What follows belongs to an exercise in optimizing a design on an open flow for small area, a short achievable clock period and few clock cycles per item; a production flow would make more cautious choices.
In this exercise RTL edits were held to simulation tests only and were not proved equivalent to the original.

==> v15: inputs <==
==> flow/design.v (excerpt) <==
module epoch_seconds_to_calendar_unit (
  input  logic                            clk,
  input  logic                            rst_n,
  input  logic                            cfg_wr_en,
  input  logic signed [esc_pkg::TZ_W-1:0] cfg_wr_data,
  input  logic                            in_valid,
  output logic                            in_ready,
  input  logic [esc_pkg::EPOCH_W-1:0]     in_epoch_seconds,
  output logic                            out_valid,
  input  logic                            out_ready,
  output logic                            out_valid_res,
  output logic [5:0]                      out_second,
  output logic [5:0]                      out_minute,
  output logic [4:0]                      out_hour,
  output logic [4:0]                      out_day_of_month,
  output logic [3:0]                      out_month,
  output logic [11:0]                     out_year,
  output logic [2:0]                      out_weekday,
  output logic [8:0]                      out_day_of_year
);
Settings: LEC_CHECK=0, CAP_MARGIN=20, CORE_MARGIN=2, CORE_UTILIZATION=40, CTS_CLUSTER_DIAMETER=80, CTS_CLUSTER_SIZE=28, SETUP_SLACK_MARGIN=4.5, SLEW_MARGIN=20; clock period 10.0 ns.
standard.sh (not shown) runs the stock make flow with config.mk's settings and CLKGATE_MAP_FILE= SYNTH_SCRIPT=/design/flow/synth_recipe.tcl, a recipe that flattens the netlist after the stock synthesis.
==> flow/flow/run.sh <==
#!/bin/bash
set -e
bash standard.sh "BUFFER_PORTS_ARGS=-buffer_cell sky130_fd_sc_hd__buf_1" SETUP_SLACK_MARGIN=5.0 finish > standard.log 2>&1
==> v38: changes against v15 <==
==> flow/flow/run.sh (replaced) <==
#!/bin/bash
set -e
bash standard.sh "BUFFER_PORTS_ARGS=-buffer_cell sky130_fd_sc_hd__buf_1" SETUP_SLACK_MARGIN=5.2 finish > standard.log 2>&1
CORE_UTILIZATION = 55   (was 40)
PLACE_DENSITY = 0.7   (was not set)
==> impl_metrics.ini <==
[setup_path]
worstPathMaxFanout = 4
rr_worst_depth = 12

[clock_network]
cts-resized-gates = 4
cts_setup_buffers = 4

[floorplanning]
die_x_um = 210.4

[finish]
nonClkBufAreaFrac = 0.02632

[status]
outcome = no timing/DRC/antenna violations

[global_routing]
grtUsageMet3 = 0.01624
That was v15.
==> impl_metrics.ini <==
[status]
outcome = no timing/DRC/antenna violations

[clock_network]
cts-resized-gates = 17
cts_tree = built

[global_routing]
grt_use_total = 0.1755
grtUsageMet3 = 0.01981

[placed_design]
dp_worst_setup_slack_ns = 4.382

[floorplanning]
start_util = 0.5573
die_x_um = 180.1

[setup_path]
worstPathMaxFanout = 5
rr_worst_depth = 19

[finish]
nonClkBufAreaFrac = 0.02772
That was v38.
Testbench counts of v15, summed over its fixed seeds: cycles 2,632, items 2,560.
Testbench counts of v38, summed over its fixed seeds: cycles 2,632, items 2,560.


==> harbor: inputs <==
==> flow/design.v <==
`timescale 1ns / 1ps
package esc_pkg;
  localparam int EPOCH_W = 32;
  localparam int TZ_W    = 5;
endpackage
`timescale 1ns / 1ps
module esc_ctrl #(
  parameter int STAGES = 4
) (
  input  logic              clk,
  input  logic              rst_n,
  input  logic              in_valid,
  output logic              in_ready,
  output logic              out_valid,
  input  logic              out_ready,
  output logic              adv          
);
  logic [STAGES-1:0] v_r;
  assign out_valid = v_r[STAGES-1];
  assign adv       = !v_r[STAGES-1] || out_ready;
  assign in_ready  = adv;
  always_ff @(posedge clk) begin
    if (!rst_n) begin
      v_r <= '0;
    end else if (adv) begin
      v_r <= {v_r[STAGES-2:0], in_valid};
    end
  end
endmodule
`timescale 1ns / 1ps
module esc_datapath (
  input  logic                            clk,
  input  logic                            rst_n,
  input  logic                            cfg_wr_en,
  input  logic signed [esc_pkg::TZ_W-1:0] cfg_wr_data,
  input  logic [esc_pkg::EPOCH_W-1:0]     in_epoch_seconds,
  input  logic                            adv,
  output logic                            out_valid_res,
  output logic [5:0]                      out_second,
  output logic [5:0]                      out_minute,
  output logic [4:0]                      out_hour,
  output logic [4:0]                      out_day_of_month,
  output logic [3:0]                      out_month,
  output logic [11:0]                     out_year,
  output logic [2:0]                      out_weekday,
  output logic [8:0]                      out_day_of_year
);
  localparam logic signed [esc_pkg::TZ_W-1:0] TZ_RESET = 5'sd3;
  localparam logic [31:0] SEC_DAY1     = 32'd86400;         
  localparam logic [31:0] SEC_2100_FEB = 32'd4107456000;    
  localparam logic [31:0] SEC_2100_MAR = 32'd4107542400;    
  localparam logic [31:0] SEC_2100_MR2 = 32'd4107628800;    
  function automatic logic [7:0] cell15(input logic [3:0] r, input logic [3:0] e);
    logic [4:0] t;
    logic       w;
    t = {1'b0, r} + {1'b0, e};
    w = t[4] | (&t[3:0]);
    cell15 = {t[3:0] + {3'b000, w}, r + {3'b000, w}};
  endfunction
  function automatic logic [3:0] cell3(input logic [1:0] r, input logic [1:0] e);
    logic [3:0] v;
    v = {r, e};
    cell3[3] = (v[3] & !v[1] & !v[0]) |
        (v[2] & !v[1] & v[0]) |
        (v[3] & v[1] & v[0]) |
        (!v[3] & !v[2] & v[1] & !v[0]);
    cell3[2] = (v[2] & !v[1] & !v[0]) |
        (v[3] & v[1] & !v[0]) |
        (v[2] & v[1] & v[0]) |
        (!v[3] & !v[2] & !v[1] & v[0]);
    cell3[1] = (v[3]) |
        (v[2] & v[1]);
    cell3[0] = (v[3] & v[1]) |
        (v[2] & !v[1]) |
        (v[3] & v[0]) |
        (!v[2] & v[1] & v[0]);
  endfunction
  function automatic logic [8:0] mstart(input logic [3:0] m);
    case (m)
      4'd0:    mstart = 9'd0;
      4'd1:    mstart = 9'd31;
      4'd2:    mstart = 9'd61;
      4'd3:    mstart = 9'd92;
      4'd4:    mstart = 9'd122;
      4'd5:    mstart = 9'd153;
      4'd6:    mstart = 9'd184;
      4'd7:    mstart = 9'd214;
      4'd8:    mstart = 9'd245;
      4'd9:    mstart = 9'd275;
      4'd10:   mstart = 9'd306;
      default: mstart = 9'd337;
    endcase
  endfunction
  logic signed [esc_pkg::TZ_W-1:0] tz_r;
  always_ff @(posedge clk) begin
    if (!rst_n) begin
      tz_r <= TZ_RESET;
    end else if (cfg_wr_en) begin
      tz_r <= cfg_wr_data;
    end
  end
  logic [7:0] c0_w;
  logic [1:0] cz_w;
  assign c0_w = cell15(4'd0, in_epoch_seconds[31:28]);
  assign cz_w = (in_epoch_seconds >= SEC_2100_MR2) ? 2'd3 :
                (in_epoch_seconds >= SEC_2100_MAR) ? 2'd2 :
                (in_epoch_seconds >= SEC_2100_FEB) ? 2'd1 : 2'd0;
  logic [23:0] s0_a;      
  logic [3:0]  s0_r1;     
  logic        s0_r2;     
  logic [3:0]  s0_lo;
  logic [4:0]  s0_tz;
  logic        s0_z;      
  logic [1:0]  s0_cz;     
  always_ff @(posedge clk) begin
    if (adv) begin
      s0_a  <= in_epoch_seconds[27:4];
      s0_r1 <= c0_w[7:4];
      s0_r2 <= c0_w[0];
      s0_lo <= in_epoch_seconds[3:0];
      s0_tz <= tz_r;
      s0_z  <= (in_epoch_seconds < SEC_DAY1);
      s0_cz <= cz_w;
    end
  end
  logic [7:0] c15_w, c14_w, c13_w, c25_w, c24_w;
  assign c15_w = cell15(s0_r1, s0_a[23:20]);
  assign c14_w = cell15(c15_w[7:4], s0_a[19:16]);
  assign c13_w = cell15(c14_w[7:4], s0_a[15:12]);
  assign c25_w = cell15({3'b000, s0_r2}, c15_w[3:0]);
  assign c24_w = cell15(c25_w[7:4], c14_w[3:0]);
  logic [11:0] s1_a;      
  logic [3:0]  s1_r1;
  logic [3:0]  s1_q1;     
  logic [3:0]  s1_r2;
  logic [4:0]  s1_q2;     
  logic [3:0]  s1_lo;
  logic [4:0]  s1_tz;
  logic        s1_z;
  logic [1:0]  s1_cz;
  always_ff @(posedge clk) begin
    if (adv) begin
      s1_a  <= s0_a[11:0];
      s1_r1 <= c13_w[7:4];
      s1_q1 <= c13_w[3:0];
      s1_r2 <= c24_w[7:4];
      s1_q2 <= {c25_w[0], c24_w[3:0]};
      s1_lo <= s0_lo;
      s1_tz <= s0_tz;
      s1_z  <= s0_z;
      s1_cz <= s0_cz;
    end
  end
  logic [7:0]  c12_w, c11_w, c10_w, c23_w, c22_w, c21_w;
  logic [21:8] h0hi_w;
  logic [1:0]  r3a [4:11];
  logic [21:8] q3hi_w;
  assign c12_w = cell15(s1_r1, s1_a[11:8]);
  assign c11_w = cell15(c12_w[7:4], s1_a[7:4]);
  assign c10_w = cell15(c11_w[7:4], s1_a[3:0]);
  assign c23_w = cell15(s1_r2, s1_q1);
  assign c22_w = cell15(c23_w[7:4], c12_w[3:0]);
  assign c21_w = cell15(c22_w[7:4], c11_w[3:0]);
  assign h0hi_w = {1'b0, s1_q2, c23_w[3:0], c22_w[3:0]};
  always_comb begin
    r3a[11] = 2'd0;
    for (int k = 10; k >= 4; k--) {r3a[k], q3hi_w[2*k +: 2]} = cell3(r3a[k+1], h0hi_w[2*k +: 2]);
  end
  logic [3:0]  s2_q1;     
  logic [3:0]  s2_r2;
  logic [3:0]  s2_q2;     
  logic [1:0]  s2_r3;
  logic [10:0] s2_q3;     
  logic [3:0]  s2_r1;
  logic [3:0]  s2_lo;
  logic [4:0]  s2_tz;
  logic        s2_z;
  logic [1:0]  s2_cz;
  always_ff @(posedge clk) begin
    if (adv) begin
      s2_q1 <= c10_w[3:0];
      s2_r2 <= c21_w[7:4];
      s2_q2 <= c21_w[3:0];
      s2_r3 <= r3a[4];
      s2_q3 <= q3hi_w[18:8];
      s2_r1 <= c10_w[7:4];
      s2_lo <= s1_lo;
      s2_tz <= s1_tz;
      s2_z  <= s1_z;
      s2_cz <= s1_cz;
    end
  end
  logic [7:0]  c20_w;
  logic [7:0]  h0lo_w;
  logic [1:0]  r3b [0:4];
  logic [7:0]  q3lo_w;
  logic [4:0]  hod_w;
  logic signed [6:0] h_w;
  logic        up_w;
  logic        dn_w;
  logic [4:0]  hour_w;
  logic [5:0]  x_w;
  logic [1:0]  mlo_w;
  logic [3:0]  xr_w;
  logic        c_w;
  assign c20_w  = cell15(s2_r2, s2_q1);
  assign h0lo_w = {s2_q2, c20_w[3:0]};
  always_comb begin
    r3b[4] = s2_r3;
    for (int k = 3; k >= 0; k--) {r3b[k], q3lo_w[2*k +: 2]} = cell3(r3b[k+1], h0lo_w[2*k +: 2]);
  end
  assign hod_w  = 5'(q3lo_w[2:0]) * 5'd3 + 5'(r3b[0]);
  assign h_w    = 7'(hod_w) + 7'(signed'(s2_tz));
  assign up_w   = (h_w >= 7'sd24);
  assign dn_w   = h_w[6];
  assign hour_w = up_w ? 5'(h_w - 7'sd24) : dn_w ? 5'(h_w + 7'sd24) : 5'(h_w);
  assign x_w   = {s2_r1, s2_lo[3:2]};
  assign mlo_w = 2'(x_w / 6'd15);
  assign xr_w  = 4'(x_w % 6'd15);
  assign c_w = (s2_cz == 2'd3) || (s2_cz == 2'd2 && !dn_w) || (s2_cz == 2'd1 && up_w);
  logic [15:0] s3_d0;
  logic        s3_up;
  logic        s3_dn;
  logic        s3_c;
  logic [4:0]  s3_hour;
  logic        s3_neg;
  logic [5:0]  s3_min;
  logic [5:0]  s3_sec;
  always_ff @(posedge clk) begin
    if (adv) begin
      s3_d0   <= {s2_q3, q3lo_w[7:3]};
      s3_up   <= up_w;
      s3_dn   <= dn_w;
      s3_c    <= c_w;
      s3_hour <= hour_w;
      s3_neg  <= dn_w && s2_z;
      s3_min  <= {c20_w[7:4], mlo_w};
      s3_sec  <= {xr_w, s2_lo[1:0]};
    end
  end
  logic [20:0] ybias_w;
  logic [20:0] p_w;
  logic [5:0]  ws_w;
  logic [3:0]  ws2_w;
  logic [2:0]  wd_w;
  always_comb begin
    case ({s3_c, s3_up, s3_dn})
      3'b001:  ybias_w = 21'd15045;
      3'b010:  ybias_w = 21'd15089;
      3'b101:  ybias_w = 21'd15066;
      3'b100:  ybias_w = 21'd15089;
      3'b110:  ybias_w = 21'd15111;
      default: ybias_w = 21'd15067;
    endcase
  end
  assign p_w = 21'({s3_d0, 5'd0}) - 21'({s3_d0, 3'd0}) - 21'({s3_d0, 1'b0})
             + 21'(s3_d0[15:1]) - 21'(s3_d0[15:4]) - 21'(s3_d0[15:7])
             - 21'(s3_d0[15:10]) - 21'(s3_d0[15:12]) + ybias_w;
  assign ws_w  = 6'(s3_d0[2:0]) + 6'(s3_d0[5:3]) + 6'(s3_d0[8:6]) + 6'(s3_d0[11:9])
               + 6'(s3_d0[14:12]) + 6'(s3_d0[15]) + 6'd4 + 6'(s3_up) - 6'(s3_dn);
  assign ws2_w = 4'(ws_w[2:0]) + 4'(ws_w[5:3]);
  assign wd_w  = (ws2_w >= 4'd7) ? 3'(ws2_w - 4'd7) : ws2_w[2:0];
  logic [7:0]  s4_y;
  logic [8:0]  s4_d;      
  logic [2:0]  s4_wd;
  logic [4:0]  s4_hour;
  logic        s4_neg;
  logic [5:0]  s4_min;
  logic [5:0]  s4_sec;
  always_ff @(posedge clk) begin
    if (adv) begin
      s4_y    <= p_w[20:13];
      s4_d    <= s3_d0[8:0] + 9'(s3_up) - 9'(s3_dn) + 9'(s3_c);
      s4_wd   <= wd_w;
      s4_hour <= s3_hour;
      s4_neg  <= s3_neg;
      s4_min  <= s3_min;
      s4_sec  <= s3_sec;
    end
  end
  logic [8:0]  dm_w;
  logic [3:0]  mp_w;
  assign dm_w = s4_d + 9'd159 + 9'({s4_y, 7'd0}) + 9'({s4_y, 4'd0}) + 9'({s4_y, 1'b0})
              + 9'(s4_y) - 9'(s4_y[7:2]);
  always_comb begin
    mp_w = 4'd0;
    for (int m = 1; m < 12; m++) begin
      if (dm_w >= mstart(4'(m))) mp_w = 4'(m);
    end
  end
  logic [7:0]  s5_y;
  logic [8:0]  s5_dm;
  logic [3:0]  s5_mp;
  logic [2:0]  s5_wd;
  logic [4:0]  s5_hour;
  logic        s5_neg;
  logic [5:0]  s5_min;
  logic [5:0]  s5_sec;
  always_ff @(posedge clk) begin
    if (adv) begin
      s5_y    <= s4_y;
      s5_dm   <= dm_w;
      s5_mp   <= mp_w;
      s5_wd   <= s4_wd;
      s5_hour <= s4_hour;
      s5_neg  <= s4_neg;
      s5_min  <= s4_min;
      s5_sec  <= s4_sec;
    end
  end
  logic        j_w;
  logic        leap_w;
  assign j_w    = (s5_mp >= 4'd10);
  assign leap_w = (s5_y[1:0] == 2'b00) && (s5_y[7:2] != 6'd33);
  assign out_valid_res    = !s5_neg;
  assign out_second       = s5_neg ? 6'd0  : s5_sec;
  assign out_minute       = s5_neg ? 6'd0  : s5_min;
  assign out_hour         = s5_neg ? 5'd0  : s5_hour;
  assign out_day_of_month = s5_neg ? 5'd0  : 5'(s5_dm - mstart(s5_mp)) + 5'd1;
  assign out_month        = s5_neg ? 4'd0  : j_w ? s5_mp - 4'd10 : s5_mp + 4'd2;
  assign out_year         = s5_neg ? 12'd0 : 12'd1968 + 12'(s5_y) + 12'(j_w);
  assign out_weekday      = s5_neg ? 3'd0  : s5_wd;
  assign out_day_of_year  = s5_neg ? 9'd0  : j_w ? s5_dm - 9'd306 : s5_dm + 9'd59 + 9'(leap_w);
endmodule
`timescale 1ns / 1ps
module epoch_seconds_to_calendar_unit (
  input  logic                            clk,
  input  logic                            rst_n,
  input  logic                            cfg_wr_en,
  input  logic signed [esc_pkg::TZ_W-1:0] cfg_wr_data,
  input  logic                            in_valid,
  output logic                            in_ready,
  input  logic [esc_pkg::EPOCH_W-1:0]     in_epoch_seconds,
  output logic                            out_valid,
  input  logic                            out_ready,
  output logic                            out_valid_res,
  output logic [5:0]                      out_second,
  output logic [5:0]                      out_minute,
  output logic [4:0]                      out_hour,
  output logic [4:0]                      out_day_of_month,
  output logic [3:0]                      out_month,
  output logic [11:0]                     out_year,
  output logic [2:0]                      out_weekday,
  output logic [8:0]                      out_day_of_year
);
  logic adv;
  esc_ctrl #(.STAGES(6)) u_ctrl (
    .clk       (clk),
    .rst_n     (rst_n),
    .in_valid  (in_valid),
    .in_ready  (in_ready),
    .out_valid (out_valid),
    .out_ready (out_ready),
    .adv       (adv)
  );
  esc_datapath u_datapath (
    .clk              (clk),
    .rst_n            (rst_n),
    .cfg_wr_en        (cfg_wr_en),
    .cfg_wr_data      (cfg_wr_data),
    .in_epoch_seconds (in_epoch_seconds),
    .adv              (adv),
    .out_valid_res    (out_valid_res),
    .out_second       (out_second),
    .out_minute       (out_minute),
    .out_hour         (out_hour),
    .out_day_of_month (out_day_of_month),
    .out_month        (out_month),
    .out_year         (out_year),
    .out_weekday      (out_weekday),
    .out_day_of_year  (out_day_of_year)
  );
endmodule
==> flow/run.sh <==
#!/bin/bash
# synth_recipe.tcl (not shown) runs the flow's synth.tcl, then flattens the netlist and writes it again
# the make line also repeats each setting of config.mk as NAME=value (left out here)
make -C /OpenROAD-flow-scripts/flow DESIGN_CONFIG=/design/flow/config.mk WORK_HOME=/design/flow/orfs CLKGATE_MAP_FILE= SYNTH_SCRIPT=/design/flow/synth_recipe.tcl finish
==> flow/config.mk <==
export PLATFORM = sky130hd
export DESIGN_NAME = epoch_seconds_to_calendar_unit
export DESIGN_NICKNAME = epoch_seconds_to_calendar_unit
export VERILOG_FILES = /design/flow/design.v
export SDC_FILE = /design/flow/constraint.sdc
export NUM_CORES = 4
export LEC_CHECK = 0
export CAP_MARGIN = 20
export CORE_MARGIN = 2
export CORE_UTILIZATION = 40
export SLEW_MARGIN = 20
==> flow/constraint.sdc <==
create_clock -name core_clock -period 10.0 [get_ports {clk}]
set_input_delay 2.0000 -clock core_clock [delete_from_list [all_inputs] [get_ports {clk}]]
set_output_delay 2.0000 -clock core_clock [all_outputs]
set_load 0.01 [all_outputs]
==> inputs of ember, as changes to harbor <==
--- a/flow/design.v
+++ b/flow/design.v
@@ -210,5 +210,9 @@
     for (int k = 3; k >= 0; k--) {r3b[k], q3lo_w[2*k +: 2]} = cell3(r3b[k+1], h0lo_w[2*k +: 2]);
   end
-  assign hod_w  = 5'(q3lo_w[2:0]) * 5'd3 + 5'(r3b[0]);
+  logic [3:0] lm3a_w, lm3b_w, k_w;
+  assign lm3a_w = cell3(2'd0, {1'b0, c20_w[2]});
+  assign lm3b_w = cell3(lm3a_w[3:2], c20_w[1:0]);              
+  assign k_w    = cell3({r3b[0][0], r3b[0][1]}, lm3b_w[3:2]);   
+  assign hod_w  = {k_w[3:2], c20_w[2:0]};
   assign h_w    = 7'(hod_w) + 7'(signed'(s2_tz));
   assign up_w   = (h_w >= 7'sd24);
==> notes <==
- In harbor the register-to-register slack is worse than in ember, by 1.2 ns.
- In harbor the global-route usage is lower than in ember, by 0.063 points.
- Count of clock-buffer cells in the layout is the same in harbor and ember.
- Cell area: harbor is higher than ember (1.1%).
Testbench counts of harbor, summed over its fixed seeds: cycles 2,632, items 2,560.
Testbench counts of ember, summed over its fixed seeds: cycles 2,632, items 2,560.

-- what the ideal ports hide --
How much do the figures lean on ideal ports? The routed layouts below were timed once more, with nothing changed but the port constraints.
Step 1 assumes that a clkbuf_16 drives the clock port and a buf_2 every other input.
Step 2, shift: input delay + t, output delay - t, t = (earliest + latest rising clock arrival at the registers) / 2. This alone moves slack from input paths to output paths.
Three values: no drivers, after step 1, after step 2; two values: the first two.
| run | t, ns | setup WS [ns] | cell pins on the clock port's net |
|---|---|---|---|
| v15 | 0.553 | 5.158 / 5.103 / 5.275 | 1 |
| v38 | 0.540 | 5.249 / 5.200 / 5.277 | 1 |
| harbor | 0.610 | 3.146 / 3.146 / 3.146 | 1 |
| ember | 0.619 | 3.734 / 3.713 / 3.713 | 1 |
After both steps setup and hold are still met in every run listed. For ember, which loses most, drivers alone change the setup slack by -0.021 ns; drivers and shift together by -0.021 ns.
